Source: an optimization exercise on an open RTL-to-GDS flow (aim: small area). Production flows keep margins and buffers that such runs may drop. The RTL was checked by simulation tests, not by an equivalence proof against the original design. No activity file was given, so power comes from the tool's default toggle rates.

==> build 27 <==
Design core_top, start of the top module:
module core_top (
	input  logic        clk_i,
	input  logic        rst_n_i,
	input  logic        fetch_enable_i,
	output logic        instr_req_o,
	output logic [31:0] instr_addr_o,
	input  logic        instr_gnt_i,
	input  logic        instr_rvalid_i,
	input  logic [31:0] instr_rdata_i,
	output logic        data_req_o,
	output logic        data_we_o,
	output logic [31:0] data_addr_o,
	output logic [31:0] data_wdata_o,
	input  logic        data_gnt_i,
	input  logic        data_rvalid_i,
	input  logic [31:0] data_rdata_i,
	output logic        core_busy_o
);
export LEC_CHECK = 0
export ABC_AREA = 1
export CAP_MARGIN = 20
export CELL_PAD_IN_SITES_DETAIL_PLACEMENT = 0
export CELL_PAD_IN_SITES_GLOBAL_PLACEMENT = 0
export CORE_MARGIN = 2
export CORE_UTILIZATION = 60
export PLACE_DENSITY = 0.7
export SLEW_MARGIN = 20
create_clock -name core_clock -period 10.0 [get_ports {clk_i}]
standard.sh (not shown) runs the stock make flow with config.mk's settings and CLKGATE_MAP_FILE= SYNTH_SCRIPT=/design/flow/synth_recipe.tcl, a recipe that flattens the netlist after the stock synthesis.
==> flow/flow/run.sh <==
#!/bin/bash
set -euo pipefail
export BUFFER_PORTS_ARGS="-buffer_cell sky130_fd_sc_hd__buf_1"
export CTS_ARGS="-sink_clustering_enable -repair_clock_nets -dont_use_dummy_load -buf_list sky130_fd_sc_hd__clkbuf_8 -sink_clustering_size 22 -sink_clustering_max_diameter 50"
sed "s|SYNTH_SCRIPT=[^ ]*|SYNTH_SCRIPT=$PWD/flow/my_synth.tcl|" standard.sh > my_synth.sh
bash my_synth.sh synth > synth.log 2>&1
export SYNTH_ODB="$PWD/orfs/results/$FLOW_PLATFORM/core_top/base/1_synth.odb"
openroad -no_init -exit flow/downsize.tcl > downsize.log 2>&1
bash standard.sh > standard_flow.log 2>&1
==> flow/flow/area.abc <==
strash
dch -f
amap
topo
dnsize -c
==> flow/flow/downsize.tcl <==
# Swap every combinational cell that synthesis sized up back to its
# smallest drive strength; flip-flops and clock cells are left alone.
# Timing slack is several ns, and later repair steps size up where needed.
read_db $::env(SYNTH_ODB)
set db [ord::get_db]
set block [[$db getChip] getBlock]
set n 0
foreach inst [$block getInsts] {
  set name [[$inst getMaster] getName]
  if {![regexp {^sky130_fd_sc_hd__([a-z0-9]+)_([0-9]+)$} $name -> fn drv]} { continue }
  if {$drv <= 1} { continue }
  if {[regexp {^(df|edf|sdf|sedf|dl|clk|tap|fill|decap|conb)} $fn]} { continue }
  foreach t {1 0} {
    set m [$db findMaster sky130_fd_sc_hd__${fn}_$t]
    if {$m ne "NULL"} {
      $inst swapMaster $m
      incr n
      break
    }
  }
}
puts "downsized $n instances"
write_db $::env(SYNTH_ODB)
==> flow/flow/my_synth.tcl <==
# The standard synthesis (synth_recipe.tcl), with one change: abc maps
# the combinational logic with the area script flow/area.abc instead of
# ORFS's own. Flip-flops are mapped before abc runs, so they are unchanged.
set flow_dir [file dirname [file normalize [info script]]]
proc abc {args} {
  global flow_dir
  set i [lsearch $args -script]
  if {$i >= 0} { lset args [expr {$i + 1}] [file join $flow_dir area.abc] }
  yosys abc {*}$args
}
source [file join [file dirname $flow_dir] synth_recipe.tcl]
==> trial 80: changes against build 27 <==
--- a/flow/design.v
+++ b/flow/design.v
@@ -16,23 +16,23 @@
 	input  logic        data_rvalid_i,
 	input  logic [31:0] data_rdata_i,
 	output logic        core_busy_o
 );
 	localparam logic [3:0] S_CLR   = 4'd0;   
-	localparam logic [3:0] S_P2W   = 4'd1;   
-	localparam logic [3:0] S_WB1   = 4'd3;   
-	localparam logic [3:0] S_IDLE  = 4'd4;
-	localparam logic [3:0] S_FREQ  = 4'd5;   
-	localparam logic [3:0] S_RDY1  = 4'd6;   
-	localparam logic [3:0] S_FWAIT = 4'd7;   
-	localparam logic [3:0] S_P0    = 4'd8;   
-	localparam logic [3:0] S_P1    = 4'd9;   
-	localparam logic [3:0] S_P2S   = 4'd10;  
-	localparam logic [3:0] S_P2B   = 4'd11;  
-	localparam logic [3:0] S_DREQ  = 4'd12;  
-	localparam logic [3:0] S_DWAIT = 4'd13;  
-	localparam logic [3:0] S_RDY3  = 4'd15;  
+	localparam logic [3:0] S_IDLE  = 4'd1;
+	localparam logic [3:0] S_FREQ  = 4'd2;   
+	localparam logic [3:0] S_FWAIT = 4'd3;   
+	localparam logic [3:0] S_RDY1  = 4'd4;   
+	localparam logic [3:0] S_P0    = 4'd5;   
+	localparam logic [3:0] S_P1    = 4'd6;   
+	localparam logic [3:0] S_P2B   = 4'd7;   
+	localparam logic [3:0] S_P2W   = 4'd13;  
+	localparam logic [3:0] S_WB1   = 4'd14;  
+	localparam logic [3:0] S_P2S   = 4'd8;   
+	localparam logic [3:0] S_DREQ  = 4'd9;   
+	localparam logic [3:0] S_DWAIT = 4'd10;  
+	localparam logic [3:0] S_RDY3  = 4'd11;  
 	logic [3:0]  state_q, state_d;
 	logic [4:0]  ph_q;      
 	logic        st_q;      
 	logic        neq_q;     
 	logic        calu_q;    
==> run notes <==
outcome finished clean; share of post-route cells with drive strength above 1 3.654%; Post-Synth Adder-Cell Area less than 1%; total power 9.774 mW; non-filler cells in the finished layout between 2000 and 3000; clock network fraction of total power 17.3%; synthesized area 26310 µm²
The numbers above come from trial 80.

==> run notes <==
synthesized area about 26000 µm²; cell repeated most along the worst path clkinv_1; outcome finished clean; total power 8.075 mW; # Taps 585; share of post-route cells with drive strength above 1 4.067%; Post-Synth Adder-Cell Area 0.8748%; non-filler cells in the finished layout about 2500; clock network fraction of total power roughly 22%; buffering overhead 2.403%; GP Congestion 0.8659; full die area between 40000 and 50000 µm²; Reg2Reg Launch Point state_q[2]
The numbers above come from build 27.

port drivers added, routing unchanged:
How much do the figures lean on ideal ports? The routed layouts below were timed once more, with nothing changed but the port constraints. Step 1 assumes that a clkbuf_16 drives the clock port and a buf_2 every other input. Step 2, shift: input delay + t, output delay - t, t = (earliest + latest rising clock arrival at the registers) / 2. This alone moves slack from input paths to output paths. Three values: no drivers, after step 1, after step 2; two values: the first two.
run	t (ns)	setup slack, ns	latest minus earliest clock arrival (ns)	worst data-port slew with drivers (ns)	cell pins on the clock port's net
build 27	0.699	3.755 / 3.755 / 3.755	0.090 / 0.090	0.06	1
trial 80	0.696	3.797 / 3.797 / 3.797	0.115 / 0.116	0.04	1
After both steps setup and hold are still met in every run listed.
